This design comes from an exercise in tuning for small area and a short achievable clock period on the open sky130 flow, not from production work.
In this exercise RTL edits were held to simulation tests only and were not proved equivalent to the original.
Power and IR drop assume default switching activity.

==> flow/design.v, too long to show whole: its modules and the start of the top module <==
// module dds_acc_channel: 79 lines
// module dds_add_full: 255 lines
// module dds_add_sum: 243 lines
// module dds_add_top: 156 lines
// module dds_add_cout: 72 lines
// module dds_pg_n: 11 lines
// module dds_pg_p: 11 lines
// module dds_g_n: 8 lines
// module dds_g_p: 8 lines
// module dds_l0: 9 lines
// module dds_xor: 7 lines
// module dds_phase_accumulator_mc: 86 lines
module dds_phase_accumulator_mc #(
  parameter int NUM_CH = 4,
  parameter int ACC_W  = 32,
  parameter int OUT_W  = 12,
  localparam int CH_W  = dds_pkg::ch_width(NUM_CH)
) (
  input  logic                    clock,
  input  logic                    reset,
  input  logic                    enable,
  input  logic                    cfg_valid,
  output logic                    cfg_ready,
  input  logic [CH_W-1:0]         cfg_ch,
  input  logic [1:0]              cfg_sel,
  input  logic [ACC_W-1:0]        cfg_data,
  input  logic                    update,
  input  logic [NUM_CH-1:0]       sync_clear,
  input  logic [NUM_CH-1:0]       sweep_en,
  output logic [NUM_CH*OUT_W-1:0] phase_out,
  output logic [NUM_CH-1:0]       wrap,
  output logic [NUM_CH-1:0]       sweep_done
);
  // ...
==> flow/run.sh <==
#!/bin/bash
# synth_recipe.tcl (not shown) runs the flow's synth.tcl, then flattens the netlist and writes it again
# the make line also repeats each setting of config.mk as NAME=value (left out here)
make -C /OpenROAD-flow-scripts/flow DESIGN_CONFIG=/design/flow/config.mk WORK_HOME=/design/flow/orfs CLKGATE_MAP_FILE= SYNTH_SCRIPT=/design/flow/synth_recipe.tcl finish
==> flow/config.mk <==
export PLATFORM = sky130hd
export DESIGN_NAME = dds_phase_accumulator_mc
export DESIGN_NICKNAME = dds_phase_accumulator_mc
export VERILOG_FILES = /design/flow/design.v
export SDC_FILE = /design/flow/constraint.sdc
export NUM_CORES = 4
export LEC_CHECK = 0
export CAP_MARGIN = 20
export CORE_MARGIN = 2
export CORE_UTILIZATION = 45
export CTS_CLUSTER_DIAMETER = 80
export CTS_CLUSTER_SIZE = 20
export SETUP_SLACK_MARGIN = 3.1
export SLEW_MARGIN = 20
export SYNTH_HIERARCHICAL = 1
==> flow/constraint.sdc <==
create_clock -name core_clock -period 5.8 [get_ports {clock}]
set_input_delay 1.1600 -clock core_clock [delete_from_list [all_inputs] [get_ports {clock}]]
set_output_delay 1.1600 -clock core_clock [all_outputs]
set_load 0.01 [all_outputs]
==> summary.md, run 1 <==
| Metric | Value |
|---|---|
| Clock tree cell share of total cell area | approximately 3.6% |
| Final #Nets | approximately 6,400 |
| Signal buffers | around 330 |
| Total GRT Usage | a little under a quarter |
| Leakage | 27.50 nW |
| Clock sinks | approximately 1,200 |
| Drt total wl | approximately 170,000 um |
| Post-Syn Area per Cell | 10.68 sq um |
| Largest net degree at the start of global routing | 67 |
| Worst Reg-to-Reg Cells | 12 |
| Number of detailed-route iterations in the first pass | 5 |
| Number of global-route vias before repair | about 43,000 |
| F_max | around 360 MHz |
| TritonCTS clock tree | done |
| Met3 WL post-DR | about 8500 um |
| M3 GR Usage | between 2 and 3% |
| R2r startpoint | g_ch[1].u_ch.freq_act[14] |
| H-tree depth | 3 |
| # clk buffers | ~120 |
| Status | timing/DRC/antenna clean |
| Multi-input logic area | ~32,000 sq um |
| Net Sw Frac | roughly 42% |
| Hold buffers post-CTS | 0 |
| Hold path cells | 1 |
| Die area | around 140,000 sq um |
==> run 2: changes to the inputs <==
--- a/flow/config.mk
+++ b/flow/config.mk
@@ -7,7 +7,7 @@
 export LEC_CHECK = 0
 export CAP_MARGIN = 20
 export CORE_MARGIN = 2
-export CORE_UTILIZATION = 45
+export CORE_UTILIZATION = 42
 export CTS_CLUSTER_DIAMETER = 80
 export CTS_CLUSTER_SIZE = 20
 export SETUP_SLACK_MARGIN = 3.1
==> summary.md, run 2 <==
| Metric | Value |
|---|---|
| Pint | 20.45 mW (was 20.09 mW) |
| Clock sinks | 1,230 (unchanged) |
| Commonest non-fill, non-tap cell in the layout | nor2_1 (unchanged) |
| Pwr/cell area | 491.2 nW/um^2 (was 485.3 nW/um^2) |
| Final setup vio count | 0 (unchanged) |
| Fraction of layout cells with a size suffix above 1 | 28.07% (was 27.53%) |
| Core area | 149,400 sq um (was 139,200 sq um) |
| Worst path required time | 6440 ps (was 6170 ps) |
| Via density | 5.479 (was 5.566) |
| Cell Area, Synth | 62,980 sq um (unchanged) |
| Area delta synth->final | 15.01% (was 14.13%) |
| Final TNS setup | 0 ps (unchanged) |
| Die width | 391.2 um (was 378.1 um) |
| H-tree depth | 3 (unchanged) |
| Endpoint class of the critical path | flip-flop (unchanged) |
| Mapped Nets | 6,195 (unchanged) |
| CTS buffer count | 84 (was 80) |
| Slew Viols, Final | 0 (unchanged) |
| Status | timing/DRC/antenna clean (unchanged) |
| Gpl congestion | 0.8521 (was 0.8405) |
| Final Hold Fails | 0 (unchanged) |
| Final setup skew | 38.47 ps (was 39.11 ps) |
| Ys Warns | 8 (unchanged) |
| Crit-path cells | fa_1, nor2_2, o21ai_2, a21oi_2, o21ai_2, a21oi_2, o21ai_2, or2_4, buf_6, buf_6, buf_12, a211oi_2, a221o_1 (was clkdlybuf4s50_1, nand2b_1, nor2_4, buf_12, buf_4) |
| Post-DP HPWL | 109,600 um (was 107,600 um) |
| CP startpoint | g_ch[2].u_ch.freq_act[3] (was cfg_sel[1]) |
| Worst slew margin | 29.42% (was 21.10%) |
| VDD IR-drop max | 0.4644 mV (was 0.5672 mV) |
| F_max | 362.4 MHz (was 355.1 MHz) |
| Clock network power share | 17.6% (was 17.4%) |
| CP Max Fanout | 7 (was 17) |
| Crit path largest cell delay | 510 ps (was 720 ps) |
| R2r startpoint | g_ch[2].u_ch.freq_act[3] (was g_ch[1].u_ch.freq_act[14]) |
| WP data arrival | 3400 ps (was 3190 ps) |
| Crit path buffers/inverters | 3 (unchanged) |
| Leakage | 27.65 nW (was 27.50 nW) |
| I/O pins | 106 (unchanged) |
| Initial antenna violation count | 24 (was 21) |
| Die area | 153,100 sq um (was 143,000 sq um) |
| Layout filler cell count | 13,460 (was 12,440) |
| Startpoint type of the worst setup path | flip-flop (was primary input) |
| Max cap viols | 0 (unchanged) |
| Worst Hold Class | flip-flop to flip-flop (unchanged) |
| WL/cell | 21.47 um (was 21.58 um) |
| Min cycle time layout | 2760 ps (was 2816 ps) |
| Period utilization | 47.58% (was 48.56%) |
| Clk root buf | clkbuf_16 (unchanged) |
| Global route overflow | 0 (unchanged) |
| Net Sw Frac | 42.51% (was 42.42%) |
| Kind of cell adding the most delay to the critical path | compound AO/OA/AOI/OAI gates (was simple AND/OR/NAND/NOR gates) |
| Crit Path Class | flip-flop to flip-flop (was primary input to flip-flop) |
| Hold Startpoint | g_ch[2].sh_limit[16] (was g_ch[3].sh_limit[17]) |
| First-pass GRT wire length | 265,800 um (was 261,600 um) |
| CP most frequent cell | o21ai_2 |
| Number of global-route vias before repair | 43,680 (was 43,020) |
| Die H | 391.2 um (was 378.1 um) |
| Initial Util | 42.15% (was 45.25%) |
| Final #Nets | 6,429 (was 6,414) |
| Synth Instances | 5,898 (unchanged) |
| Seq pwr share | 35.2% (was 35.9%) |
| Comb power frac | 47.3% (was 46.7%) |
| Most frequent cells in the layout | 658 x nor2_1, 634 x nand2_1, 512 x edfxtp_1, 429 x dfxtp_1, 412 x a21oi_2 (was 654 x nor2_1, 633 x nand2_1, 512 x edfxtp_1, 439 x dfxtp_1, 408 x a21oi_2) |
| Via Count | 45,040 (was 44,860) |
| Clock tree buffer depth | 3 (unchanged) |
| PortBufs | 105 (unchanged) |
| Largest net degree at the start of global routing | 66 (was 67) |
| Post-Syn Area per Cell | 10.68 sq um (unchanged) |
| TritonCTS clock tree | done (unchanged) |
| Cell Area, Placed | 66,670 sq um (was 66,450 sq um) |
| DR iter-0 viols | 3,127 (was 3,163) |
| Worst-Margin Slew | 1057 ps (was 1183 ps) |
| # DRC | 0 (unchanged) |
| Psw | 15.13 mW (was 14.80 mW) |
| Slowest CP cell | fa_1 (was nand2b_1) |
| Antenna viol nets, final | 0 (unchanged) |
| Fin area | 72,430 sq um (was 71,880 sq um) |
| Drt total wl | 176,500 um (was 174,000 um) |
| # rows | 142 (was 137) |
| Worst-path clk slew | 80 ps (was 90 ps) |
| RSZ-0062 raised after global routing | yes (unchanged) |
| Clock latency on the worst-skew pair | 720 ps (was 710 ps) |
| Number of detailed-route iterations in the first pass | 5 (unchanged) |
| Total GRT Usage | 22.61% (was 23.84%) |
[run 2: routing by layer]
metal  up-vias  global-route usage [%]  share of wire [%]
li1      21480                       -                  -
met1     22190                   30.60                 44
met2      1108                   38.02                 47
met3       253                   2.646                5.6
met4         6                   6.515                2.9
met5         -                       0              0.019
[run 2: power groups by stage]
stage,sequential (mW),combinational [mW],clock (mW)
after global placement,12.6,13.2,0
final,12.5,16.8,6.25
after CTS,12.5,14.7,6.42
after floorplan,11.9,10.9,0
after global routing,12.8,18.3,6.70
after detailed placement,12.6,13.5,0
[run 2: layout make-up]
cell class	count	area [sq um]	share of cell area, %
multi-input combinational	4195	32010	44.19
sequential	1230	30570	42.21
clock buffer	120	2350	3.244
clock inverter	37	381.6	0.5269
tap	2016	2522	3.483
inverter	274	1059	1.461
antenna	1	2.502	0.003455
timing repair buffer	347	3531	4.875
[run 2: worst paths after layout]
check | endpoint | slack, ps | cells past startpoint
hold / removal | g_ch[2].u_ch.nlim_act[16] | 400 | 1
setup reg to reg | g_ch[2].u_ch.freq_act[5] | 3040 | 13
setup / recovery | g_ch[2].u_ch.freq_act[5] | 3040 | 13
min in group asynchronous | g_ch[1].u_ch.act_hold | 1290 | 3
hold reg to reg | g_ch[2].u_ch.nlim_act[16] | 400 | 1
max in group asynchronous | g_ch[3].u_ch.act_hold | 3800 | 2
[run 2: per-stage QoR]
step	setup WS [ps]	utilization, %	cells	hold slack [ps]	power (mW)
2_1_floorplan	2836	-	5898	403.6	22.81
3_3_place_gp	1771	44.53	7911	404.6	25.76
3_5_place_dp	1758	44.62	7916	409.1	26.05
4_1_cts	2700	47.22	8139	402.8	33.60
5_1_grt	2930	48.47	8219	412.8	37.77
6_report	3040	48.47	8220	398.8	35.58
[run 2: worst register-to-register path, stage by stage (launching register included)]
cell and delay, ps:
dfxtp_4 370, fa_1 510, nor2_2 180, o21ai_2 70
a21oi_2 170, o21ai_2 100, a21oi_2 200, o21ai_2 100
or2_4 260, buf_6 140, buf_6 110, buf_12 140
a211oi_2 220, a221o_1 130
[run 2: what timing repair did]
action / 4_1_cts / 5_1_grt
pin swaps: 48 / 152
resized for setup: 255 / 352
endpoints found under the setup margin: 719 / 425
setup buffers: 59 / 65
cloned: 7 / 13
hold buffers: 0 / 0
==> run 3: changes to the inputs <==
--- a/flow/config.mk
+++ b/flow/config.mk
@@ -10,6 +10,6 @@
 export CORE_UTILIZATION = 42
 export CTS_CLUSTER_DIAMETER = 80
 export CTS_CLUSTER_SIZE = 20
-export SETUP_SLACK_MARGIN = 3.1
+export SETUP_SLACK_MARGIN = 3.15
 export SLEW_MARGIN = 20
 export SYNTH_HIERARCHICAL = 1
==> summary.md, run 3 <==
| Metric | Value |
|---|---|
| Die area | 153,100 sq um (unchanged) |
| TritonCTS clock tree | done (unchanged) |
| RSZ-0062 raised after global routing | yes (unchanged) |
| Period utilization | 47.02% (was 47.58%) |
| Worst Reg-to-Reg Cells | 11 (was 13) |
| Min cycle time layout | 2727 ps (was 2760 ps) |
| Fin area | 72,960 sq um (was 72,430 sq um) |
| CTS buffer count | 84 (unchanged) |
| Most frequent cells in the layout | 653 x nor2_1, 636 x nand2_1, 512 x edfxtp_1, 419 x dfxtp_1, 407 x a21oi_2 (was 658 x nor2_1, 634 x nand2_1, 512 x edfxtp_1, 429 x dfxtp_1, 412 x a21oi_2) |
| Commonest non-fill, non-tap cell in the layout | nor2_1 (unchanged) |
| Slowest CP cell | fa_1 (unchanged) |
| VDD IR-drop max | 0.5915 mV (was 0.4644 mV) |
| Hold Slack | 406.7 ps (was 398.8 ps) |
| Post-DP HPWL | 109,400 um (was 109,600 um) |
| Mapped Nets | 6,195 (unchanged) |
| Hold path cells | 1 (unchanged) |
| Pwr/cell area | 494.6 nW/um^2 (was 491.2 nW/um^2) |
| Antenna viol nets, final | 0 (unchanged) |
| Initial Util | 42.15% (unchanged) |
| Crit Path Class | flip-flop to flip-flop (unchanged) |
| Clock latency on the worst-skew pair | 710 ps (was 720 ps) |
| Worst slew margin | 5.966% (was 29.42%) |
| H-tree depth | 3 (unchanged) |
| Worst Hold Class | flip-flop to flip-flop (unchanged) |
| Global route overflow | 0 (unchanged) |
| WP data arrival | 3310 ps (was 3400 ps) |
| Total GRT Usage | 22.85% (was 22.61%) |
| Final setup skew | 35.17 ps (was 38.47 ps) |
| R2r startpoint | g_ch[3].u_ch.freq_act[13] (was g_ch[2].u_ch.freq_act[3]) |
| PortBufs | 105 (unchanged) |
| CP Max Fanout | 8 (was 7) |
| Cell Area, Synth | 62,980 sq um (unchanged) |
| Inst Count DP | 7,910 (was 7,916) |
| # DRC | 0 (unchanged) |
| Flop-to-flop setup slack | 3070 ps (was 3040 ps) |
| Clock tree buffer depth | 3 (unchanged) |
| Crit-path cells | fa_1, nor2_1, nor2_1, nand2_2, o21ai_2, a21oi_2, o21ai_2, or2_4, clkbuf_16, a211oi_2, a221o_1 (was fa_1, nor2_2, o21ai_2, a21oi_2, o21ai_2, a21oi_2, o21ai_2, or2_4, buf_6, buf_6, buf_12, a211oi_2, a221o_1) |
| WL/cell | 21.60 um (was 21.47 um) |
| Drt total wl | 178,200 um (was 176,500 um) |
| Final setup vio count | 0 (unchanged) |
| Met2 usage | 37.62% (was 38.02%) |
| Initial antenna violation count | 27 (was 24) |
| # rows | 142 (unchanged) |
| F_max | 366.7 MHz (was 362.4 MHz) |
| Leakage | 27.83 nW (was 27.65 nW) |
| Layout filler cell count | 13,370 (was 13,460) |
| Post-Syn Area per Cell | 10.68 sq um (unchanged) |
| Register area | 30,600 sq um (was 30,570 sq um) |
| Die width | 391.2 um (unchanged) |
| Met1 usage | 30.70% (was 30.60%) |
| Area delta synth->final | 15.86% (was 15.01%) |
| Status | timing/DRC/antenna clean (unchanged) |
| Core area | 149,400 sq um (unchanged) |
| Setup WS post-layout | 3073 ps (was 3040 ps) |
| Slew Viols, Final | 0 (unchanged) |
| Gpl congestion | 0.8296 (was 0.8521) |
| Number of detailed-route iterations in the first pass | 7 (was 5) |
| Most used routing layer | met2 (unchanged) |
| Endpoint class of the critical path | flip-flop (unchanged) |
| Clock sinks | 1,230 (unchanged) |
| DP Worst Slack | 1920 ps (was 1758 ps) |
| Kind of cell adding the most delay to the critical path | compound AO/OA/AOI/OAI gates (unchanged) |
| Fraction of layout cells with a size suffix above 1 | 28.58% (was 28.07%) |
| Startpoint type of the worst setup path | flip-flop (unchanged) |
| Number of global-route vias before repair | 43,920 (was 43,680) |
| Cell Area, Placed | 66,620 sq um (was 66,670 sq um) |
| Largest net degree at the start of global routing | 57 (was 66) |
| Crit path buffers/inverters | 1 (was 3) |
| Clk root buf | clkbuf_16 (unchanged) |
| Via density | 5.503 (was 5.479) |
| Multi-input logic area | 32,230 sq um (was 32,010 sq um) |
| Hold Startpoint | g_ch[0].sh_limit[11] (was g_ch[2].sh_limit[16]) |
| Worst-Margin Slew | 1408 ps (was 1057 ps) |
| Synth Instances | 5,898 (unchanged) |
| First-pass GRT wire length | 268,000 um (was 265,800 um) |
| I/O pins | 106 (unchanged) |
| Worst-path clk slew | 90 ps (was 80 ps) |
| Via Count | 45,400 (was 45,040) |
| Final TNS setup | 0 ps (unchanged) |
| Final Hold Fails | 0 (unchanged) |
| Post-route core utilization | 48.83% (was 48.47%) |
| Total power | 36.08 mW (was 35.58 mW) |
| Non-filler instance count after layout | 8,249 (was 8,220) |
| Worst path required time | 6390 ps (was 6440 ps) |
| DR iter-0 viols | 3,191 (was 3,127) |
| Max cap viols | 0 (unchanged) |
| Ys Warns | 8 (unchanged) |
| Crit path largest cell delay | 580 ps (was 510 ps) |
| Final #Nets | 6,454 (was 6,429) |
| Worst hold endpoint | g_ch[0].u_ch.nlim_act[11] (was g_ch[2].u_ch.nlim_act[16]) |
| M3 GR Usage | 3.324% (was 2.646%) |
| Die H | 391.2 um (unchanged) |
| FF-to-FF End | g_ch[3].u_ch.freq_act[9] (was g_ch[2].u_ch.freq_act[5]) |
[run 3: cell count changes in the layout (fill, tap and decap cells not counted), sizes merged, moves of 5 or more]
cell / change
clkinv: +7
inv: -6
clkbuf: -5
diode: +7
nor2: +7
buf: +22
[run 3: repair_timing]
item | CTS | global route
hold buffers | 0 | 0
resized for setup | 356 | 300
cloned | 16 | 11
setup buffers | 110 | 39
endpoints found under the setup margin | 705 | 262
pin swaps | 90 | 183
[run 3: final cells by class]
class                      instances  share of cell area, %
antenna                            8                0.02744
clock inverter                    38                 0.6105
timing repair buffer             365                  5.139
multi-input combinational       4202                  44.17
sequential                      1230                  41.93
clock buffer                     116                  3.202
tap                             2016                  3.457
inverter                         274                  1.459
[run 3: worst max path at each step]
| stage | slack (ps) | endpoint | cells after the start | start |
|---|---|---|---|---|
| finish | 3070 | g_ch[3].u_ch.freq_act[9] | 11 | g_ch[3].u_ch.freq_act[13] |
| CTS | 2890 | g_ch[0].sh_limit[28] | 4 | cfg_sel[0] |
| floorplan | 2840 | g_ch[1].sh_freq[0] | 3 | cfg_sel[1] |
| global placement | 1950 | g_ch[2].sh_freq[17] | 3 | cfg_ch[0] |
| global route | 2960 | g_ch[0].u_ch.freq_act[18] | 11 | g_ch[0].u_ch.step_act[17] |
| detailed placement | 1920 | g_ch[2].sh_ofs[16] | 3 | cfg_ch[0] |
[run 3: where the power goes]
| part | switching (mW) | internal (mW) |
|---|---|---|
| clock | 3.30 | 3.10 |
| combinational | 9.83 | 7.32 |
| sequential | 2.15 | 10.4 |
[run 3: worst register-to-register path: stages, from the launching register on]
cell       delay, ps
dfxtp_2          390
fa_1             580
nor2_1            70
nor2_1           160
nand2_2          100
o21ai_2          190
a21oi_2           80
o21ai_2          210
or2_4            280
clkbuf_16        220
a211oi_2          80
a221o_1          260
[run 3: routing by layer]
metal / wire [um] / vias up
li1: - / 21520
met2: 83620 / 1111
met1: 78310 / 22500
met5: 61 / -
met3: 10160 / 257
met4: 6042 / 10
==> run 4: changes to the inputs <==
--- a/flow/config.mk
+++ b/flow/config.mk
@@ -7,9 +7,9 @@
 export LEC_CHECK = 0
 export CAP_MARGIN = 20
 export CORE_MARGIN = 2
-export CORE_UTILIZATION = 42
-export CTS_CLUSTER_DIAMETER = 80
-export CTS_CLUSTER_SIZE = 20
+export CORE_UTILIZATION = 45
+export CTS_CLUSTER_DIAMETER = 60
+export CTS_CLUSTER_SIZE = 16
 export SETUP_SLACK_MARGIN = 3.15
 export SLEW_MARGIN = 20
 export SYNTH_HIERARCHICAL = 1
==> summary.md, run 4 <==
| Metric | Value |
|---|---|
| Synth Instances | 5,898 (unchanged) |
| Worst slew margin | 9.312% (was 5.966%) |
| H-tree depth | 3 (unchanged) |
| Status | timing/DRC/antenna clean (unchanged) |
| Largest net degree at the start of global routing | 68 (was 57) |
| Post-DP HPWL | 106,500 um (was 109,400 um) |
| Kind of cell adding the most delay to the critical path | simple AND/OR/NAND/NOR gates (was compound AO/OA/AOI/OAI gates) |
| Mapped Nets | 6,195 (unchanged) |
| Clk root buf | clkbuf_16 (unchanged) |
| WP data arrival | 3280 ps (was 3310 ps) |
| Min cycle time layout | 2889 ps (was 2727 ps) |
| Endpoint class of the critical path | flip-flop (unchanged) |
| Die width | 378.1 um (was 391.2 um) |
| Worst Reg-to-Reg Cells | 13 (was 11) |
| Worst-Margin Slew | 1357 ps (was 1408 ps) |
| Slew Viols, Final | 0 (unchanged) |
| Pwr/cell area | 522.5 nW/um^2 (was 494.6 nW/um^2) |
| Inst Count DP | 7,770 (was 7,910) |
| Hold path cells | 1 (unchanged) |
| # rows | 137 (was 142) |
| Crit path buffers/inverters | 1 (unchanged) |
| Final #Nets | 6,479 (was 6,454) |
| First-pass GRT wire length | 262,800 um (was 268,000 um) |
| FF-to-FF End | g_ch[2].u_ch.freq_act[3] (was g_ch[3].u_ch.freq_act[9]) |
| Hold Startpoint | g_ch[0].sh_limit[9] (was g_ch[0].sh_limit[11]) |
| Drt total wl | 174,000 um (was 178,200 um) |
| Number of global-route vias before repair | 44,260 (was 43,920) |
| Final TNS setup | 0 ps (unchanged) |
| Number of detailed-route iterations in the first pass | 6 (was 7) |
| Final setup vio count | 0 (unchanged) |
| Via density | 5.544 (was 5.503) |
| CTS buffer count | 120 (was 84) |
| Core area | 139,200 sq um (was 149,400 sq um) |
| Max cap viols | 0 (unchanged) |
| I/O pins | 106 (unchanged) |
| Antenna viol nets, final | 0 (unchanged) |
| Die area | 143,000 sq um (was 153,100 sq um) |
| Hold buffers post-CTS | 0 (unchanged) |
| Initial Util | 45.25% (was 42.15%) |
| Startpoint type of the worst setup path | primary input (was flip-flop) |
| Final Hold Fails | 0 (unchanged) |
| CP Max Fanout | 16 (was 8) |
| Die H | 378.1 um (was 391.2 um) |
| Cell Area, Synth | 62,980 sq um (unchanged) |
| Post-route core utilization | 53.46% (was 48.83%) |
| Worst-path clk slew | 70 ps (was 90 ps) |
| # DRC | 0 (unchanged) |
| Worst path required time | 6190 ps (was 6390 ps) |
| Most frequent cells in the layout | 660 x nor2_1, 636 x nand2_1, 512 x edfxtp_1, 437 x dfxtp_1, 409 x a21oi_2 (was 653 x nor2_1, 636 x nand2_1, 512 x edfxtp_1, 419 x dfxtp_1, 407 x a21oi_2) |
| Flop-to-flop setup slack | 3000 ps (was 3070 ps) |
| Period utilization | 49.80% (was 47.02%) |
| Crit-path cells | clkdlybuf4s50_1, nand2_1, nor2_4 (was fa_1, nor2_1, nor2_1, nand2_2, o21ai_2, a21oi_2, o21ai_2, or2_4, clkbuf_16, a211oi_2, a221o_1) |
| Clock tree buffer depth | 3 (unchanged) |
| Clock latency on the worst-skew pair | 760 ps (was 710 ps) |
| Ys Warns | 8 (unchanged) |
| R2r startpoint | g_ch[2].u_ch.step_act[11] (was g_ch[3].u_ch.freq_act[13]) |
| DR iter-0 viols | 3,082 (was 3,191) |
| Area delta synth->final | 18.16% (was 15.86%) |
| Total GRT Usage | 23.86% (was 22.85%) |
| Crit path largest cell delay | 830 ps (was 580 ps) |
| Clock sinks | 1,230 (unchanged) |
| WL/cell | 21.29 um (was 21.60 um) |
| Worst hold endpoint | g_ch[0].u_ch.nlim_act[9] (was g_ch[0].u_ch.nlim_act[11]) |
| Leakage | 28.57 nW (was 27.83 nW) |
| Non-filler instance count after layout | 8,172 (was 8,249) |
| Slowest CP cell | nor2_4 (was fa_1) |
| Crit Path Class | primary input to flip-flop (was flip-flop to flip-flop) |
| F_max | 346.2 MHz (was 366.7 MHz) |
| Worst Hold Class | flip-flop to flip-flop (unchanged) |
| Global route overflow | 0 (unchanged) |
| RSZ-0062 raised after global routing | yes (unchanged) |
| Post-Syn Area per Cell | 10.68 sq um (unchanged) |
| PortBufs | 105 (unchanged) |
| Initial antenna violation count | 22 (was 27) |
| TritonCTS clock tree | done (unchanged) |
| VDD IR-drop max | 0.5426 mV (was 0.5915 mV) |
| Via Count | 45,310 (was 45,400) |
| Gpl congestion | 0.8238 (was 0.8296) |
| Commonest non-fill, non-tap cell in the layout | nor2_1 (unchanged) |
| Fraction of layout cells with a size suffix above 1 | 29.65% (was 28.58%) |
| Final setup skew | 42.56 ps (was 35.17 ps) |
==> run 4: layout make-up <==
cell class | instances | area, sq um
well taps | 1876 | 2347
diodes | 6 | 15.01
clock buffers | 150 | 3218
flip-flops and latches | 1230 | 30560
fillers | 12130 | 64770
repair buffers | 354 | 3699
clock inverters | 80 | 894.6
multi-input cells | 4202 | 32620
inverters | 274 | 1064
==> run 4: metal layers <==
metal  vias to the layer above  GRT usage (%)  wire [um]
met5                         -              0         52
met4                        10          7.698       5179
met3                       270          3.057       9900
met2                      1076          40.25      83180
met1                     22290          31.73      75690
li1                      21670              -          -
==> run 4: what timing repair did <==
action,in CTS,in global routing
gates cloned,17,9
pin swaps,115,112
setup endpoints to repair,552,366
resized for setup,411,311
buffers inserted,73,67
==> run 4: per-stage QoR <==
step / hold slack [ps] / total power [mW] / instance area, sq um / setup WS, ps
2_1_floorplan: 403.6 / 22.82 / 63100 / 2836
3_3_place_gp: 405.6 / 25.62 / 66310 / 1950
3_5_place_dp: 408.3 / 25.90 / 66500 / 1906
4_1_cts: 404.3 / 36.90 / 72580 / 2824
5_1_grt: 410.0 / 41.16 / 74400 / 2920
6_report: 399.2 / 38.89 / 74420 / 2911
==> run 4: power by group <==
part / internal, mW / switching [mW]
clock: 4.37 / 3.83
combinational: 7.81 / 10.4
sequential: 10.4 / 2.08
total: 22.6 / 16.3
==> run 4: worst reg2reg max path, stage by stage, from the launching register on <==
cell	delay (ps)
dfxtp_4	360
fa_1	520
nor2_2	180
nor2_2	70
a21oi_2	170
o21ai_2	80
a21oi_2	210
o21ai_4	90
buf_12	130
or2_4	300
buf_6	150
buf_16	140
a211oi_2	210
a221o_1	150
==> run 4: worst max path at each step <==
stage	slack, ps	cells past startpoint	to	from
after detailed placement	1910	3	g_ch[2].sh_freq[19]	cfg_ch[0]
after global routing	2920	13	g_ch[2].u_ch.freq_act[3]	g_ch[2].u_ch.step_act[11]
after global placement	1950	3	g_ch[2].sh_freq[15]	cfg_ch[0]
after floorplan	2840	3	g_ch[1].sh_freq[0]	cfg_sel[1]
final	2910	3	g_ch[1].sh_limit[3]	cfg_sel[0]
after CTS	2820	3	g_ch[0].sh_limit[12]	cfg_sel[0]
==> run 5: changes to the inputs <==
--- a/flow/config.mk
+++ b/flow/config.mk
@@ -7,9 +7,9 @@
 export LEC_CHECK = 0
 export CAP_MARGIN = 20
 export CORE_MARGIN = 2
-export CORE_UTILIZATION = 45
-export CTS_CLUSTER_DIAMETER = 60
-export CTS_CLUSTER_SIZE = 16
-export SETUP_SLACK_MARGIN = 3.15
+export CORE_UTILIZATION = 40
+export CTS_CLUSTER_DIAMETER = 90
+export CTS_CLUSTER_SIZE = 24
+export SETUP_SLACK_MARGIN = 3.0
 export SLEW_MARGIN = 20
 export SYNTH_HIERARCHICAL = 1
==> summary.md, run 5 <==
| Metric | Value |
|---|---|
| Status | timing/DRC/antenna clean (unchanged) |
| Clock network power share | 15.7% (was 21.1%) |
| Crit Path Class | primary input to flip-flop (unchanged) |
| Slew Viols, Final | 0 (unchanged) |
| Via density | 5.420 (was 5.544) |
| First-pass GRT wire length | 260,400 um (was 262,800 um) |
| Net Sw Frac | 42.74% (was 41.96%) |
| Ys Warns | 8 (unchanged) |
| Drt total wl | 170,300 um (was 174,000 um) |
| Seq pwr share | 38.1% (was 32.1%) |
| Area delta synth->final | 11.68% (was 18.16%) |
| Psw | 14.07 mW (was 16.32 mW) |
| Post-route core utilization | 45.03% (was 53.46%) |
| Comb power frac | 46.2% (was 46.8%) |
| Leakage | 26.80 nW (was 28.57 nW) |
| CP startpoint | cfg_valid (was cfg_sel[0]) |
| R2r startpoint | g_ch[3].u_ch.freq_act[6] (was g_ch[2].u_ch.step_act[11]) |
| Pint | 18.85 mW (was 22.57 mW) |
| Mapped Nets | 6,195 (unchanged) |
| Final setup vio count | 0 (unchanged) |
| Number of detailed-route iterations in the first pass | 5 (was 6) |
| Min cycle time layout | 2951 ps (was 2889 ps) |
| Number of global-route vias before repair | 43,230 (was 44,260) |
| Initial antenna violation count | 25 (was 22) |
| TritonCTS clock tree | done (unchanged) |
| CP Max Fanout | 32 (was 16) |
| Worst Setup EP | g_ch[0].sh_limit[30] (was g_ch[1].sh_limit[3]) |
| Clock sinks | 1,230 (unchanged) |
| Hold Slack | 409.5 ps (was 399.2 ps) |
| Post-Syn Area per Cell | 10.68 sq um (unchanged) |
| Clock latency on the worst-skew pair | 750 ps (was 760 ps) |
| Commonest non-fill, non-tap cell in the layout | nor2_1 (unchanged) |
| Pwr/cell area | 468.2 nW/um^2 (was 522.5 nW/um^2) |
| Worst path required time | 6170 ps (was 6190 ps) |
| Gpl congestion | 0.8354 (was 0.8238) |
| Clock tree buffer depth | 3 (unchanged) |
| Hold path cells | 1 (unchanged) |
| CTS buffer count | 61 (was 120) |
| VDD IR-drop max | 0.4454 mV (was 0.5426 mV) |
| # rows | 145 (was 137) |
| Flop-to-flop setup slack | 3030 ps (was 3000 ps) |
| Startpoint type of the worst setup path | primary input (unchanged) |
| Total GRT Usage | 20.69% (was 23.86%) |
| DP Worst Slack | 1947 ps (was 1906 ps) |
| Largest net degree at the start of global routing | 58 (was 68) |
| Die area | 160,600 sq um (was 143,000 sq um) |
| Final setup skew | 34.01 ps (was 42.56 ps) |
| Worst Hold Class | flip-flop to flip-flop (unchanged) |
| Antenna viol nets, final | 0 (unchanged) |
| Setup WS post-layout | 2849 ps (was 2911 ps) |
| Global route overflow | 0 (unchanged) |
| F_max | 338.9 MHz (was 346.2 MHz) |
| Post-DP HPWL | 108,800 um (was 106,500 um) |
| Die H | 400.8 um (was 378.1 um) |
| DR iter-0 viols | 3,620 (was 3,082) |
| WP data arrival | 3320 ps (was 3280 ps) |
| RSZ-0062 raised after global routing | yes (unchanged) |
| Initial Util | 40.32% (was 45.25%) |
| Hold buffers post-CTS | 0 (unchanged) |
| Total power | 32.93 mW (was 38.89 mW) |
| Final #Nets | 6,339 (was 6,479) |
| Period utilization | 50.87% (was 49.80%) |
| WL/cell | 20.88 um (was 21.29 um) |
| Max cap viols | 0 (unchanged) |
| PortBufs | 105 (unchanged) |
| Endpoint class of the critical path | flip-flop (unchanged) |
| Die width | 400.8 um (was 378.1 um) |
| Final Hold Fails | 0 (unchanged) |
| Cell Area, Synth | 62,980 sq um (unchanged) |
| Fraction of layout cells with a size suffix above 1 | 24.14% (was 29.65%) |
| I/O pins | 106 (unchanged) |
| Via Count | 44,200 (was 45,310) |
| Most frequent cells in the layout | 710 x nor2_1, 640 x nand2_1, 512 x edfxtp_1, 478 x dfxtp_1, 411 x a21oi_2 (was 660 x nor2_1, 636 x nand2_1, 512 x edfxtp_1, 437 x dfxtp_1, 409 x a21oi_2) |
| Worst-Margin Slew | 1035 ps (was 1357 ps) |
| Worst-path clk slew | 100 ps (was 70 ps) |
| Core area | 156,200 sq um (was 139,200 sq um) |
| FF-to-FF End | g_ch[3].u_ch.freq_act[18] (was g_ch[2].u_ch.freq_act[3]) |
| H-tree depth | 2 (was 3) |
| Worst slew margin | 30.87% (was 9.312%) |
| Synth Instances | 5,898 (unchanged) |
| Clk root buf | clkbuf_16 (unchanged) |
| # DRC | 0 (unchanged) |
| Worst Reg-to-Reg Cells | 11 (was 13) |
| Final TNS setup | 0 ps (unchanged) |
-- run 5: critical path, cell delays in order --
cell and delay, ps:
clkdlybuf4s50_1 540, or4b_1 890, nor2_2 220, buf_4 450
-- run 5: how the worst min path moves through the flow --
stage	from	end
global route	g_ch[3].sh_limit[3]	g_ch[3].u_ch.nlim_act[3]
CTS	g_ch[3].sh_limit[3]	g_ch[3].u_ch.nlim_act[3]
detailed placement	g_ch[0].sh_limit[6]	g_ch[0].u_ch.nlim_act[6]
finish	g_ch[3].sh_limit[3]	g_ch[3].u_ch.nlim_act[3]
global placement	g_ch[0].sh_limit[13]	g_ch[0].u_ch.nlim_act[13]
floorplan	g_ch[0].sh_limit[0]	g_ch[0].u_ch.nlim_act[0]
-- run 5: power groups by stage --
stage,logic [mW],clock network (mW),registers [mW]
3_5_place_dp,13.3,0,12.6
2_1_floorplan,10.9,0,11.9
6_report,15.2,5.16,12.6
5_1_grt,16.7,5.60,12.8
3_3_place_gp,13.1,0,12.6
4_1_cts,14.2,5.31,12.5
-- run 5: stage by stage --
stage          cells  instance area, sq um
2_1_floorplan   5898                 63010
3_3_place_gp    7947                 66530
3_5_place_dp    7951                 66640
4_1_cts         8107                 69210
5_1_grt         8152                 70330
6_report        8155                 70340
-- run 5: routing by layer --
metal	track usage, %	part of all wire [%]
met4	5.303	2.8
met1	27.94	45
met3	2.297	4.6
met2	35.27	47
met5	0	0.0065
-- run 5: final cells by class --
cell class,instances,area [sq um]
fillers,14450,85870
multi-input cells,4195,31560
flip-flops and latches,1230,30410
repair buffers,280,2780
well taps,2058,2575
clock buffers,98,1697
inverters,274,1055
clock inverters,17,245.2
diodes,3,7.507
-- run 5: repair_timing --
action,4_1_cts,5_1_grt
setup buffers,37,35
pin swaps,10,37
gates resized for setup,123,265
cloned,4,7
setup endpoints to repair,510,427
==> run 6: changes to the inputs <==
--- a/flow/config.mk
+++ b/flow/config.mk
@@ -7,9 +7,9 @@
 export LEC_CHECK = 0
 export CAP_MARGIN = 20
 export CORE_MARGIN = 2
-export CORE_UTILIZATION = 40
-export CTS_CLUSTER_DIAMETER = 90
-export CTS_CLUSTER_SIZE = 24
-export SETUP_SLACK_MARGIN = 3.0
+export CORE_UTILIZATION = 44
+export CTS_CLUSTER_DIAMETER = 85
+export CTS_CLUSTER_SIZE = 22
+export SETUP_SLACK_MARGIN = 3.05
 export SLEW_MARGIN = 20
 export SYNTH_HIERARCHICAL = 1
==> summary.md, run 6 <==
| Metric | Value |
|---|---|
| Status | timing/DRC/antenna clean (unchanged) |
| Cell Area, Placed | 66,500 sq um (was 66,640 sq um) |
| First-pass GRT wire length | 262,900 um (was 260,400 um) |
| PortBufs | 105 (unchanged) |
| Seq pwr share | 35.9% (was 38.1%) |
| RSZ-0062 raised after global routing | yes (unchanged) |
| Crit-path cells | clkdlybuf4s50_1, nand4bb_1, nor2_4, buf_4 (was clkdlybuf4s50_1, or4b_1, nor2_2, buf_4) |
| Slew Viols, Final | 0 (unchanged) |
| Worst-Margin Slew | 1223 ps (was 1035 ps) |
| Mapped Nets | 6,195 (unchanged) |
| VDD IR-drop max | 0.4569 mV (was 0.4454 mV) |
| Die area | 146,200 sq um (was 160,600 sq um) |
| Largest net degree at the start of global routing | 67 (was 58) |
| Min cycle time layout | 2986 ps (was 2951 ps) |
| Global route overflow | 0 (unchanged) |
| Initial antenna violation count | 19 (was 25) |
| Endpoint class of the critical path | flip-flop (unchanged) |
| Clock tree buffer depth | 3 (unchanged) |
| Non-filler instance count after layout | 8,059 (was 8,155) |
| Clk root buf | clkbuf_16 (unchanged) |
| Gpl congestion | 0.8336 (was 0.8354) |
| Register area | 30,530 sq um (was 30,410 sq um) |
| Leakage | 27.33 nW (was 26.80 nW) |
| Pwr/cell area | 487.3 nW/um^2 (was 468.2 nW/um^2) |
| CTS buffer count | 71 (was 61) |
| FF-to-FF End | g_ch[2].u_ch.freq_act[17] (was g_ch[3].u_ch.freq_act[18]) |
| Most frequent cells in the layout | 674 x nor2_1, 637 x nand2_1, 512 x edfxtp_1, 450 x dfxtp_1, 407 x a21oi_2 (was 710 x nor2_1, 640 x nand2_1, 512 x edfxtp_1, 478 x dfxtp_1, 411 x a21oi_2) |
| Via density | 5.557 (was 5.420) |
| Inst Count DP | 7,791 (was 7,951) |
| Total GRT Usage | 23.27% (was 20.69%) |
| Layout filler cell count | 12,660 (was 14,450) |
| Clock latency on the worst-skew pair | 700 ps (was 750 ps) |
| Crit path buffers/inverters | 2 (unchanged) |
| Final setup skew | 31.72 ps (was 34.01 ps) |
| Initial Util | 44.43% (was 40.32%) |
| # DRC | 0 (unchanged) |
| Slowest CP cell | nand4bb_1 (was or4b_1) |
| TritonCTS clock tree | done (unchanged) |
| # rows | 138 (was 145) |
| Worst Reg-to-Reg Cells | 12 (was 11) |
| Number of global-route vias before repair | 43,350 (was 43,230) |
| Post-Syn Area per Cell | 10.68 sq um (unchanged) |
| DR iter-0 viols | 2,839 (was 3,620) |
| Cell Area, Synth | 62,980 sq um (unchanged) |
| Worst-path clk slew | 100 ps (about the same) |
| Final #Nets | 6,407 (was 6,339) |
| Synth Instances | 5,898 (unchanged) |
| Crit Path Class | primary input to flip-flop (unchanged) |
| Worst Setup EP | g_ch[1].sh_ofs[17] (was g_ch[0].sh_limit[30]) |
| H-tree depth | 3 (was 2) |
| Crit path largest cell delay | 860 ps (was 890 ps) |
| Max cap viols | 0 (unchanged) |
| Worst path required time | 6130 ps (was 6170 ps) |
| Via Count | 44,780 (was 44,200) |
| Net Sw Frac | 42.96% (was 42.74%) |
| Final TNS setup | 0 ps (unchanged) |
| Ys Warns | 8 (unchanged) |
| Number of detailed-route iterations in the first pass | 6 (was 5) |
| Commonest non-fill, non-tap cell in the layout | nor2_1 (unchanged) |
| Startpoint type of the worst setup path | primary input (unchanged) |
| Flop-to-flop setup slack | 3010 ps (was 3030 ps) |
| Clock sinks | 1,230 (unchanged) |
| CP Max Fanout | 32 (unchanged) |
| Worst slew margin | 18.26% (was 30.87%) |
| Pint | 19.89 mW (was 18.85 mW) |
| WP depth | 4 (unchanged) |
| R2r startpoint | g_ch[2].u_ch.freq_act[2] (was g_ch[3].u_ch.freq_act[6]) |
| Kind of cell adding the most delay to the critical path | simple AND/OR/NAND/NOR gates (unchanged) |
| F_max | 334.8 MHz (was 338.9 MHz) |
| Core area | 141,800 sq um (was 156,200 sq um) |
| CP startpoint | cfg_ch[1] (was cfg_valid) |
| Hold buffers post-CTS | 0 (unchanged) |
| Comb power frac | 48.2% (was 46.2%) |
| WP data arrival | 3320 ps (about the same) |
| Fin area | 71,560 sq um (was 70,340 sq um) |
| Period utilization | 51.49% (was 50.87%) |
| Die width | 382.3 um (was 400.8 um) |
| Post-DP HPWL | 108,500 um (was 108,800 um) |
| Worst Hold Class | flip-flop to flip-flop (unchanged) |
| Area delta synth->final | 13.62% (was 11.68%) |
| WL/cell | 21.73 um (was 20.88 um) |
| Final setup vio count | 0 (unchanged) |
| Final Hold Fails | 0 (unchanged) |
| Antenna viol nets, final | 0 (unchanged) |
| Clock network power share | 16.0% (was 15.7%) |
| Die H | 382.3 um (was 400.8 um) |
| Multi-input logic area | 32,090 sq um (was 31,560 sq um) |
| I/O pins | 106 (unchanged) |
| Psw | 14.98 mW (was 14.07 mW) |
| Fraction of layout cells with a size suffix above 1 | 27.01% (was 24.14%) |
| Drt total wl | 175,200 um (was 170,300 um) |
run 6: cell count changes in the layout (fill, tap and decap cells not counted), moves of 28 or more:
cell / before / now
buf_4: 134 / 185
dfxtp_4: 23 / 54
nor3_2: 21 / 69
nor2_1: 710 / 674
nor2_2: 32 / 62
nor3_1: 110 / 56
dfxtp_1: 478 / 450
run 6: worst min path at each step:
stage                                     from                         to  depth (start not counted)
final                     g_ch[3].sh_limit[20]  g_ch[3].u_ch.nlim_act[20]                          1
after global routing      g_ch[3].sh_limit[20]  g_ch[3].u_ch.nlim_act[20]                          1
after CTS                 g_ch[3].sh_limit[20]  g_ch[3].u_ch.nlim_act[20]                          1
after detailed placement   g_ch[2].sh_limit[5]   g_ch[2].u_ch.nlim_act[5]                          1
after global placement    g_ch[1].sh_limit[21]  g_ch[1].u_ch.nlim_act[21]                          1
after floorplan            g_ch[0].sh_limit[0]   g_ch[0].u_ch.nlim_act[0]                          1
run 6: layout make-up:
cell class,count,area share [%]
Multi-Input combinational cell,4198,44.85
Antenna cell,1,0.003497
Tap cell,1890,3.305
Clock inverter,20,0.3008
Timing Repair Buffer,335,4.609
Clock buffer,111,2.794
Inverter,274,1.474
Sequential cell,1230,42.67
run 6: layer usage:
metal / global-route usage [%] / wire length (um)
met1: 30.94 / 77460
met2: 39.48 / 83400
met3: 3.253 / 8989
met4: 6.591 / 5268
met5: 0 / 46
run 6: what timing repair did:
item                                    CTS  global route
buffers inserted                         47            70
resized for setup                       254           317
endpoints found under the setup margin  558           447
gates cloned                              7            11
pin swaps                                25           116
run 6: through the flow:
step           setup slack, ps  total power, mW  util, %  hold slack [ps]
2_1_floorplan             2713            22.81        -            403.6
3_3_place_gp              1869            25.85    46.84            404.7
3_5_place_dp              1853            26.10    46.91            408.3
4_1_cts                   2625            33.22    49.22            410.0
5_1_grt                   2754            37.03    50.48            415.7
6_report                  2814            34.87    50.48            405.0
run 6: power by group through the flow:
| stage | combinational, mW | sequential [mW] | clock [mW] |
|---|---|---|---|
| 6_report | 16.8 | 12.5 | 5.57 |
| 5_1_grt | 18.2 | 12.8 | 6.00 |
| 4_1_cts | 15.0 | 12.5 | 5.73 |
| 3_5_place_dp | 13.5 | 12.6 | 0 |
| 3_3_place_gp | 13.3 | 12.5 | 0 |
| 2_1_floorplan | 10.9 | 11.9 | 0 |
==> run 7: changes to the inputs <==
--- a/flow/config.mk
+++ b/flow/config.mk
@@ -7,9 +7,9 @@
 export LEC_CHECK = 0
 export CAP_MARGIN = 20
 export CORE_MARGIN = 2
-export CORE_UTILIZATION = 44
-export CTS_CLUSTER_DIAMETER = 85
-export CTS_CLUSTER_SIZE = 22
-export SETUP_SLACK_MARGIN = 3.05
+export CORE_UTILIZATION = 43
+export CTS_CLUSTER_DIAMETER = 75
+export CTS_CLUSTER_SIZE = 18
+export SETUP_SLACK_MARGIN = 3.1
 export SLEW_MARGIN = 20
 export SYNTH_HIERARCHICAL = 1
==> summary.md, run 7 <==
| Metric | Value |
|---|---|
| WP data arrival | 3110 ps (was 3320 ps) |
| Final setup vio count | 0 (unchanged) |
| Via Count | 45,140 (was 44,780) |
| Final Hold Fails | 0 (unchanged) |
| Worst slew margin | 31.72% (was 18.26%) |
| Min cycle time layout | 2764 ps (was 2986 ps) |
| Worst Hold Class | flip-flop to flip-flop (unchanged) |
| Fraction of layout cells with a size suffix above 1 | 28.18% (was 27.01%) |
| Via density | 5.552 (was 5.557) |
| DP Worst Slack | 1923 ps (was 1853 ps) |
| I/O pins | 106 (unchanged) |
| Worst-Margin Slew | 1023 ps (was 1223 ps) |
| Crit path largest cell delay | 700 ps (was 860 ps) |
| Hold buffers post-CTS | 0 (unchanged) |
| Crit-path cells | clkdlybuf4s50_1, nand4bb_2, nor2_4, buf_4 (was clkdlybuf4s50_1, nand4bb_1, nor2_4, buf_4) |
| Post-route core utilization | 49.93% (was 50.48%) |
| Synth Instances | 5,898 (unchanged) |
| Die H | 386.7 um (was 382.3 um) |
| Total GRT Usage | 22.80% (was 23.27%) |
| Worst-path clk slew | 70 ps (was 100 ps) |
| Ys Warns | 8 (unchanged) |
| Leakage | 27.79 nW (was 27.33 nW) |
| Worst Reg-to-Reg Cells | 12 (unchanged) |
| Max cap viols | 0 (unchanged) |
| RSZ-0062 raised after global routing | yes (unchanged) |
| Crit path buffers/inverters | 2 (unchanged) |
| Hold Startpoint | g_ch[0].sh_limit[21] (was g_ch[3].sh_limit[20]) |
| Clock latency on the worst-skew pair | 720 ps (was 700 ps) |
| Area delta synth->final | 15.42% (was 13.62%) |
| Worst path required time | 6150 ps (was 6130 ps) |
| PortBufs | 105 (unchanged) |
| TritonCTS clock tree | done (unchanged) |
| Pwr/cell area | 494.9 nW/um^2 (was 487.3 nW/um^2) |
| Non-filler instance count after layout | 8,129 (was 8,059) |
| Slowest CP cell | nand4bb_2 (was nand4bb_1) |
| Hold Slack | 412.2 ps (was 405.0 ps) |
| Largest net degree at the start of global routing | 66 (was 67) |
| Initial antenna violation count | 26 (was 19) |
| Inst Count DP | 7,828 (was 7,791) |
| WL/cell | 21.59 um (was 21.73 um) |
| Layout filler cell count | 13,010 (was 12,660) |
| VDD IR-drop max | 0.3660 mV (was 0.4569 mV) |
| Period utilization | 47.66% (was 51.49%) |
| Gpl congestion | 0.8392 (was 0.8336) |
| Clk root buf | clkbuf_16 (unchanged) |
| R2r startpoint | g_ch[3].u_ch.step_act[6] (was g_ch[2].u_ch.freq_act[2]) |
| Antenna viol nets, final | 0 (unchanged) |
| WP depth | 4 (unchanged) |
| Post-Syn Area per Cell | 10.68 sq um (unchanged) |
| Die area | 149,500 sq um (was 146,200 sq um) |
| Most frequent cells in the layout | 658 x nor2_1, 633 x nand2_1, 512 x edfxtp_1, 435 x dfxtp_1, 407 x a21oi_2 (was 674 x nor2_1, 637 x nand2_1, 512 x edfxtp_1, 450 x dfxtp_1, 407 x a21oi_2) |
| Final #Nets | 6,430 (was 6,407) |
| Commonest non-fill, non-tap cell in the layout | nor2_1 (unchanged) |
| CP startpoint | cfg_ch[0] (was cfg_ch[1]) |
| H-tree depth | 3 (unchanged) |
| Initial Util | 43.26% (was 44.43%) |
| Startpoint type of the worst setup path | primary input (unchanged) |
| Hold path cells | 1 (unchanged) |
| CTS buffer count | 91 (was 71) |
| Post-DP HPWL | 109,800 um (was 108,500 um) |
| Global route overflow | 0 (unchanged) |
| Endpoint class of the critical path | flip-flop (unchanged) |
| F_max | 361.8 MHz (was 334.8 MHz) |
| Drt total wl | 175,500 um (was 175,200 um) |
| Kind of cell adding the most delay to the critical path | buffers and inverters (was simple AND/OR/NAND/NOR gates) |
| Number of detailed-route iterations in the first pass | 8 (was 6) |
| Crit Path Class | primary input to flip-flop (unchanged) |
| Final setup skew | 28.75 ps (was 31.72 ps) |
| Core area | 145,600 sq um (was 141,800 sq um) |
| Mapped Nets | 6,195 (unchanged) |
| # DRC | 0 (unchanged) |
| Status | timing/DRC/antenna clean (unchanged) |
| Slew Viols, Final | 0 (unchanged) |
| # rows | 140 (was 138) |
| Setup WS post-layout | 3036 ps (was 2814 ps) |
| Die width | 386.7 um (was 382.3 um) |
| First-pass GRT wire length | 265,200 um (was 262,900 um) |
| DR iter-0 viols | 3,107 (was 2,839) |
| CP Max Fanout | 32 (unchanged) |
| Clock tree buffer depth | 3 (unchanged) |
| Cell Area, Synth | 62,980 sq um (unchanged) |
| Final TNS setup | 0 ps (unchanged) |
| Number of global-route vias before repair | 43,720 (was 43,350) |
| Clock sinks | 1,230 (unchanged) |
==> run 7: per-layer routing <==
metal | routed length (um) | global-route usage, %
met1 | 77560 | 30.85
met5 | 61 | 0
met2 | 83330 | 38.34
met4 | 4685 | 6.103
met3 | 9859 | 3.041
==> run 7: where the power goes <==
part | leakage (nW) | switching [mW] | internal (mW)
clock network | 1.44 | 3.31 | 3.31
logic | 15.4 | 9.80 | 7.02
registers | 11.0 | 2.14 | 10.4
==> run 7: cell type report <==
cell class | count | area (sq um) | share of cell area (%)
Timing Repair Buffer | 337 | 3423 | 4.710
Multi-Input combinational cell | 4199 | 32270 | 44.39
Sequential cell | 1230 | 30560 | 42.04
Antenna cell | 3 | 7.507 | 0.01033
Clock inverter | 35 | 346.6 | 0.4768
Tap cell | 1917 | 2399 | 3.300
Clock buffer | 134 | 2628 | 3.615
Inverter | 274 | 1061 | 1.460
==> run 7: worst paths after layout <==
kind | to | slack (ps)
worst min-delay path | g_ch[0].u_ch.nlim_act[21] | 410
worst max-delay path | g_ch[2].sh_freq[18] | 3040
min in group asynchronous | g_ch[0].u_ch.phase[11] | 1330
worst max register to register | g_ch[3].u_ch.freq_act[7] | 3090
max in group asynchronous | g_ch[1].u_ch.act_hold | 3630
worst min register to register | g_ch[0].u_ch.nlim_act[21] | 410
==> run 7: what timing repair did <==
action                     in CTS  in global routing
pin swaps                      41                172
setup endpoints to repair     605                335
setup buffers                  44                 63
cloned                          8                 12
resized for setup             292                355
==> run 7: through the flow <==
| stage | power [mW] | cell area [sq um] |
|---|---|---|
| finish | 35.97 | 72690 |
| global route | 38.20 | 72680 |
| global placement | 25.77 | 66490 |
| CTS | 33.93 | 70740 |
| floorplan | 22.81 | 63080 |
| detailed placement | 26.07 | 66670 |
==> run 8: changes to the inputs <==
--- a/flow/config.mk
+++ b/flow/config.mk
@@ -7,9 +7,9 @@
 export LEC_CHECK = 0
 export CAP_MARGIN = 20
 export CORE_MARGIN = 2
-export CORE_UTILIZATION = 43
-export CTS_CLUSTER_DIAMETER = 75
-export CTS_CLUSTER_SIZE = 18
-export SETUP_SLACK_MARGIN = 3.1
+export CORE_UTILIZATION = 60
+export CTS_CLUSTER_DIAMETER = 80
+export CTS_CLUSTER_SIZE = 20
+export SETUP_SLACK_MARGIN = 2.95
 export SLEW_MARGIN = 20
 export SYNTH_HIERARCHICAL = 1
==> summary.md, run 8 <==
| Metric | Value |
|---|---|
| Status | timing/DRC/antenna clean (unchanged) |
| Fin area | 69,670 sq um (was 72,690 sq um) |
| Total GRT Usage | 30.59% (was 22.80%) |
| Initial Util | 60.68% (was 43.26%) |
| Max cap viols | 0 (unchanged) |
| Worst-Margin Slew | 1241 ps (was 1023 ps) |
| Worst Hold Class | flip-flop to flip-flop (unchanged) |
| CTS buffer count | 74 (was 91) |
| Largest net degree at the start of global routing | 68 (was 66) |
| Crit path buffers/inverters | 1 (was 2) |
| Worst path required time | 6100 ps (was 6150 ps) |
| F_max | 324.3 MHz (was 361.8 MHz) |
| Number of detailed-route iterations in the first pass | 5 (was 8) |
| Worst-path clk slew | 90 ps (was 70 ps) |
| Number of global-route vias before repair | 43,300 (was 43,720) |
| Ys Warns | 8 (unchanged) |
| Crit-path cells | clkdlybuf4s50_1, nand4bb_1, nor2_2 (was clkdlybuf4s50_1, nand4bb_2, nor2_4, buf_4) |
| Final setup skew | 25.96 ps (was 28.75 ps) |
| Synth Instances | 5,898 (unchanged) |
| RSZ-0062 raised after global routing | yes (unchanged) |
| Endpoint class of the critical path | flip-flop (unchanged) |
| Final Hold Fails | 0 (unchanged) |
| Leakage | 26.73 nW (was 27.79 nW) |
| First-pass GRT wire length | 253,900 um (was 265,200 um) |
| Clk root buf | clkbuf_16 (unchanged) |
| Die width | 328.0 um (was 386.7 um) |
| R2r startpoint | g_ch[1].u_ch.freq_act[26] (was g_ch[3].u_ch.step_act[6]) |
| Post-route core utilization | 67.13% (was 49.93%) |
| # DRC | 0 (unchanged) |
| Antenna viol nets, final | 0 (unchanged) |
| Layout filler cell count | 8,010 (was 13,010) |
| WL/cell | 22.17 um (was 21.59 um) |
| Period utilization | 53.16% (was 47.66%) |
| Worst slew margin | 17.09% (was 31.72%) |
| Flop-to-flop setup slack | 3000 ps (was 3090 ps) |
| Via Count | 44,770 (was 45,140) |
| Slowest CP cell | nor2_2 (was nand4bb_2) |
| Core area | 103,800 sq um (was 145,600 sq um) |
| H-tree depth | 3 (unchanged) |
| Commonest non-fill, non-tap cell in the layout | nor2_1 (unchanged) |
| Pwr/cell area | 478.6 nW/um^2 (was 494.9 nW/um^2) |
| CP Max Fanout | 10 (was 32) |
| Most frequent cells in the layout | 721 x nor2_1, 644 x nand2_1, 521 x dfxtp_1, 512 x edfxtp_1, 412 x a21oi_2 (was 658 x nor2_1, 633 x nand2_1, 512 x edfxtp_1, 435 x dfxtp_1, 407 x a21oi_2) |
| WP data arrival | 3380 ps (was 3110 ps) |
| Final #Nets | 6,354 (was 6,430) |
| Mapped Nets | 6,195 (unchanged) |
| Hold Startpoint | g_ch[3].sh_limit[1] (was g_ch[0].sh_limit[21]) |
| Fraction of layout cells with a size suffix above 1 | 22.93% (was 28.18%) |
| Hold buffers post-CTS | 0 (unchanged) |
| # rows | 118 (was 140) |
| Startpoint type of the worst setup path | primary input (unchanged) |
| Post-Syn Area per Cell | 10.68 sq um (unchanged) |
| Hold Slack | 417.4 ps (was 412.2 ps) |
| Die area | 107,600 sq um (was 149,500 sq um) |
| Cell Area, Placed | 65,760 sq um (was 66,670 sq um) |
| PortBufs | 105 (unchanged) |
| Min cycle time layout | 3083 ps (was 2764 ps) |
| CP startpoint | cfg_ch[1] (was cfg_ch[0]) |
| I/O pins | 106 (unchanged) |
| Drt total wl | 166,200 um (was 175,500 um) |
| VDD IR-drop max | 0.4266 mV (was 0.3660 mV) |
| Area delta synth->final | 10.63% (was 15.42%) |
| Crit path largest cell delay | 960 ps (was 700 ps) |
| Initial antenna violation count | 15 (was 26) |
| Via density | 5.970 (was 5.552) |
| Clock latency on the worst-skew pair | 680 ps (was 720 ps) |
| Post-DP HPWL | 104,700 um (was 109,800 um) |
| Kind of cell adding the most delay to the critical path | simple AND/OR/NAND/NOR gates (was buffers and inverters) |
| DR iter-0 viols | 3,257 (was 3,107) |
| Final setup vio count | 0 (unchanged) |
| Clock sinks | 1,230 (unchanged) |
| Slew Viols, Final | 0 (unchanged) |
| Gpl congestion | 0.8540 (was 0.8392) |
| Cell Area, Synth | 62,980 sq um (unchanged) |
| Die H | 328.0 um (was 386.7 um) |
| TritonCTS clock tree | done (unchanged) |
| Clock tree buffer depth | 3 (unchanged) |
| Global route overflow | 0 (unchanged) |
| Final TNS setup | 0 ps (unchanged) |
| Crit Path Class | primary input to flip-flop (unchanged) |
## run 8: final timing paths
kind,end,depth (start not counted)
worst min register to register,g_ch[3].u_ch.nlim_act[1],1
worst max register to register,g_ch[1].u_ch.freq_act[21],11
min in group asynchronous,g_ch[3].sh_valid[3],2
worst min-delay path,g_ch[3].u_ch.nlim_act[1],1
worst max-delay path,g_ch[1].sh_step[25],3
max in group asynchronous,g_ch[3].u_ch.act_hold,2
## run 8: timing repair
| action | in CTS | in global routing |
|---|---|---|
| gates cloned | 8 | 6 |
| gates resized for setup | 58 | 167 |
| setup endpoints to repair | 508 | 527 |
| pin swaps | 14 | 17 |
| setup buffers | 44 | 27 |
## run 8: per-stage QoR
step                      std cells  power [mW]  worst slack, ps
after floorplan                5898       22.81             2484
after global placement         7272       25.55             1803
after detailed placement       7274       25.88             1775
after CTS                      7463       32.69             2616
after global routing           7498       35.38             2716
final                          7499       33.35             2717
## run 8: power breakdown
group,switching (mW),internal [mW],leakage [nW]
registers,2.24,10.3,10.9
clock network,2.98,2.65,1.11
logic,8.85,6.36,14.7
## run 8: cell type report
type	count	area, sq um	share of cell area (%)
clock buffers	124	2176	3.123
diodes	1	2.502	0.003592
well taps	1380	1727	2.478
repair buffers	276	2824	4.053
inverters	274	1044	1.498
clock inverters	13	122.6	0.1760
multi-input cells	4201	31470	45.16
flip-flops and latches	1230	30310	43.51
## run 8: routing by layer
metal,wire length [um],up-vias,global-route usage [%]
li1,-,21300,-
met1,71440,22020,40.65
met2,78650,1162,50.84
met3,9645,278,4.348
met4,6456,8,11.76
met5,49,-,0
==> run 9: changes to the inputs <==
--- a/flow/config.mk
+++ b/flow/config.mk
@@ -7,9 +7,9 @@
 export LEC_CHECK = 0
 export CAP_MARGIN = 20
 export CORE_MARGIN = 2
-export CORE_UTILIZATION = 60
+export CORE_UTILIZATION = 40
 export CTS_CLUSTER_DIAMETER = 80
 export CTS_CLUSTER_SIZE = 20
-export SETUP_SLACK_MARGIN = 2.95
+export SETUP_SLACK_MARGIN = 3.2
 export SLEW_MARGIN = 20
 export SYNTH_HIERARCHICAL = 1
==> summary.md, run 9 <==
| Metric | Value |
|---|---|
| Antenna viol nets, final | 0 (unchanged) |
| Endpoint class of the critical path | flip-flop (unchanged) |
| Area delta synth->final | 17.50% (was 10.63%) |
| Pwr/cell area | 514.6 nW/um^2 (was 478.6 nW/um^2) |
| Initial antenna violation count | 20 (was 15) |
| Post-DP HPWL | 109,900 um (was 104,700 um) |
| Synth Instances | 5,898 (unchanged) |
| PortBufs | 105 (unchanged) |
| Leakage | 28.13 nW (was 26.73 nW) |
| Worst slew margin | 30.15% (was 17.09%) |
| Final setup skew | 44.39 ps (was 25.96 ps) |
| CP startpoint | g_ch[0].u_ch.freq_act[31] (was cfg_ch[1]) |
| Status | timing/DRC/antenna clean (unchanged) |
| Worst-path clk slew | 80 ps (was 90 ps) |
| Core area | 156,200 sq um (was 103,800 sq um) |
| Startpoint type of the worst setup path | flip-flop (was primary input) |
| Period utilization | 49.67% (was 53.16%) |
| Die area | 160,600 sq um (was 107,600 sq um) |
| Clock sinks | 1,230 (unchanged) |
| TritonCTS clock tree | done (unchanged) |
| Initial Util | 40.32% (was 60.68%) |
| Crit Path Class | flip-flop to flip-flop (was primary input to flip-flop) |
| Total GRT Usage | 21.58% (was 30.59%) |
| Via Count | 45,520 (was 44,770) |
| Non-filler instance count after layout | 8,323 (was 7,499) |
| Worst Hold Class | flip-flop to flip-flop (unchanged) |
| Final setup vio count | 0 (unchanged) |
| Mapped Nets | 6,195 (unchanged) |
| # DRC | 0 (unchanged) |
| Post-Syn Area per Cell | 10.68 sq um (unchanged) |
| Hold Startpoint | g_ch[1].sh_limit[20] (was g_ch[3].sh_limit[1]) |
| FF-to-FF End | g_ch[0].u_ch.freq_act[27] (was g_ch[1].u_ch.freq_act[21]) |
| Max cap viols | 0 (unchanged) |
| I/O pins | 106 (unchanged) |
| Final Hold Fails | 0 (unchanged) |
| Via density | 5.469 (was 5.970) |
| Worst hold endpoint | g_ch[1].u_ch.nlim_act[20] (was g_ch[3].u_ch.nlim_act[1]) |
| Flop-to-flop setup slack | 2920 ps (was 3000 ps) |
| Clk root buf | clkbuf_16 (unchanged) |
| Multi-input logic area | 32,840 sq um (was 31,470 sq um) |
| Clock tree buffer depth | 3 (unchanged) |
| Largest net degree at the start of global routing | 68 (unchanged) |
| Register area | 30,630 sq um (was 30,310 sq um) |
| Inst Count DP | 7,944 (was 7,274) |
| Number of detailed-route iterations in the first pass | 7 (was 5) |
| # rows | 145 (was 118) |
| RSZ-0062 raised after global routing | yes (unchanged) |
| Global route overflow | 0 (unchanged) |
| Die width | 400.8 um (was 328.0 um) |
| Slew Viols, Final | 0 (unchanged) |
| Fraction of layout cells with a size suffix above 1 | 29.72% (was 22.93%) |
| CP Max Fanout | 6 (was 10) |
| Worst path required time | 6410 ps (was 6100 ps) |
| CTS buffer count | 84 (was 74) |
| Final TNS setup | 0 ps (unchanged) |
| Commonest non-fill, non-tap cell in the layout | nor2_1 (unchanged) |
| DR iter-0 viols | 3,256 (was 3,257) |
| Min cycle time layout | 2881 ps (was 3083 ps) |
| Drt total wl | 178,500 um (was 166,200 um) |
| First-pass GRT wire length | 269,800 um (was 253,900 um) |
| Most frequent cells in the layout | 666 x nor2_1, 632 x nand2_1, 512 x edfxtp_1, 423 x dfxtp_1, 406 x a21oi_2 (was 721 x nor2_1, 644 x nand2_1, 521 x dfxtp_1, 512 x edfxtp_1, 412 x a21oi_2) |
| VDD IR-drop max | 0.4499 mV (was 0.4266 mV) |
| WL/cell | 21.45 um (was 22.17 um) |
| Worst-Margin Slew | 1045 ps (was 1241 ps) |
| Final #Nets | 6,482 (was 6,354) |
| WP data arrival | 3490 ps (was 3380 ps) |
| Layout filler cell count | 14,030 (was 8,010) |
| F_max | 347.1 MHz (was 324.3 MHz) |
| H-tree depth | 3 (unchanged) |
| Cell Area, Synth | 62,980 sq um (unchanged) |
| Die H | 400.8 um (was 328.0 um) |
| Hold path cells | 1 (unchanged) |
| Ys Warns | 8 (unchanged) |
| Hold buffers post-CTS | 0 (unchanged) |
| R2r startpoint | g_ch[0].u_ch.freq_act[31] (was g_ch[1].u_ch.freq_act[26]) |
| Worst Reg-to-Reg Cells | 13 (was 11) |
| Total power | 38.08 mW (was 33.35 mW) |
| Number of global-route vias before repair | 44,850 (was 43,300) |
| Clock latency on the worst-skew pair | 740 ps (was 680 ps) |
| Gpl congestion | 0.8404 (was 0.8540) |
run 9: cell types whose count changed in the layout (fill, tap and decap cells not counted), moves of 40 or more:
| cell | change |
|---|---|
| buf_4 | +71 |
| clkdlybuf4s50_1 | -54 |
| dfxtp_1 | -98 |
| dfxtp_4 | +79 |
| dlygate4sd2_1 | +40 |
| nor2_1 | -55 |
| nor2_2 | +46 |
| nor3_1 | -97 |
| nor3_2 | +48 |
| nor3_4 | +49 |
run 9: final cells by class:
class | instances | share of cell area, %
antenna | 9 | 0.03043
tap | 2058 | 3.480
inverter | 274 | 1.441
clock inverter | 42 | 0.6087
sequential | 1230 | 41.40
clock buffer | 115 | 3.054
multi-input combinational | 4200 | 44.38
timing repair buffer | 395 | 5.608
run 9: worst max path at each step:
| stage | endpoint | cells past startpoint |
|---|---|---|
| floorplan | g_ch[3].sh_limit[0] | 2 |
| global placement | g_ch[2].sh_step[23] | 3 |
| detailed placement | g_ch[2].sh_freq[30] | 3 |
| CTS | g_ch[0].sh_ofs[1] | 3 |
| global route | g_ch[0].u_ch.freq_act[26] | 13 |
| finish | g_ch[0].u_ch.freq_act[27] | 13 |
run 9: worst max-delay path: stages (launching register included):
cell,delay (ps)
dfxtp_4,350
fa_4,840
nor2_4,60
nor2_4,160
nand2_4,90
nor2_4,120
nand2_2,70
o21ai_4,160
buf_12,120
or2_4,170
buf_4,140
buf_12,130
a211oi_4,70
a221o_1,280
run 9: timing repair:
action	in CTS	in global routing
endpoints found under the setup margin	755	556
setup buffers	117	64
gates resized for setup	558	248
pin swaps	158	142
cloned	20	6
run 9: metal layers:
layer | GRT usage (%) | vias up | share of wire (%)
li1 | - | 21570 | -
met3 | 3.166 | 245 | 5.0
met5 | 0 | - | 0.043
met2 | 36.50 | 1023 | 48
met4 | 7.071 | 12 | 3.3
met1 | 28.29 | 22660 | 44
run 9: per-stage QoR:
stage / hold slack (ps) / setup slack, ps / instance area [sq um] / util (%)
final: 407.2 / 2919 / 74000 / 47.37
after global routing: 415.8 / 2825 / 73980 / 47.36
after CTS: 396.6 / 2755 / 72270 / 46.27
after detailed placement: 408.2 / 1900 / 66630 / 42.65
after global placement: 404.7 / 1864 / 66530 / 42.59
after floorplan: 403.6 / 2930 / 63080 / -
run 9: power by group:
part	internal (mW)	leakage, nW	switching [mW]	total (mW)
combinational	8.44	15.8	11.0	19.4
clock	2.87	1.31	3.35	6.22
sequential	10.4	11.0	2.02	12.4

-- separate check: timing with driven ports --
Ports are ideal in the flow. The routed layouts listed here were re-timed in OpenROAD. Step 1 assumes that a clkbuf_16 drives the clock port and a buf_2 every other input. Step 2 moves the port delays by t, midway between the first and last clock arrival at a register: inputs arrive t later, outputs are due t later. That takes back most of the time a late clock gives input paths. Slacks: no drivers / after step 1 / after step 2; pairs: no drivers / after step 1.
run | shift t [ns] | setup WS [ns] | cell pins on the clock port's net
run 1 | 0.770 | 2.984 / 2.959 / 2.189 | 1
run 2 | 0.788 | 3.040 / 3.040 / 2.332 | 1
run 3 | 0.782 | 3.073 / 3.011 / 2.229 | 1
run 4 | 0.824 | 2.911 / 2.841 / 2.017 | 1
run 5 | 0.810 | 2.849 / 2.779 / 1.969 | 1
run 6 | 0.764 | 2.814 / 2.762 / 1.998 | 1
run 7 | 0.776 | 3.036 / 3.018 / 2.243 | 1
run 8 | 0.738 | 2.717 / 2.708 / 1.969 | 1
run 9 | 0.800 | 2.919 / 2.919 / 2.317 | 1
After both steps every run listed still meets setup and hold. The setup slack of run 4, which loses most, moves by -0.070 ns with the drivers and by -0.894 ns with both steps.
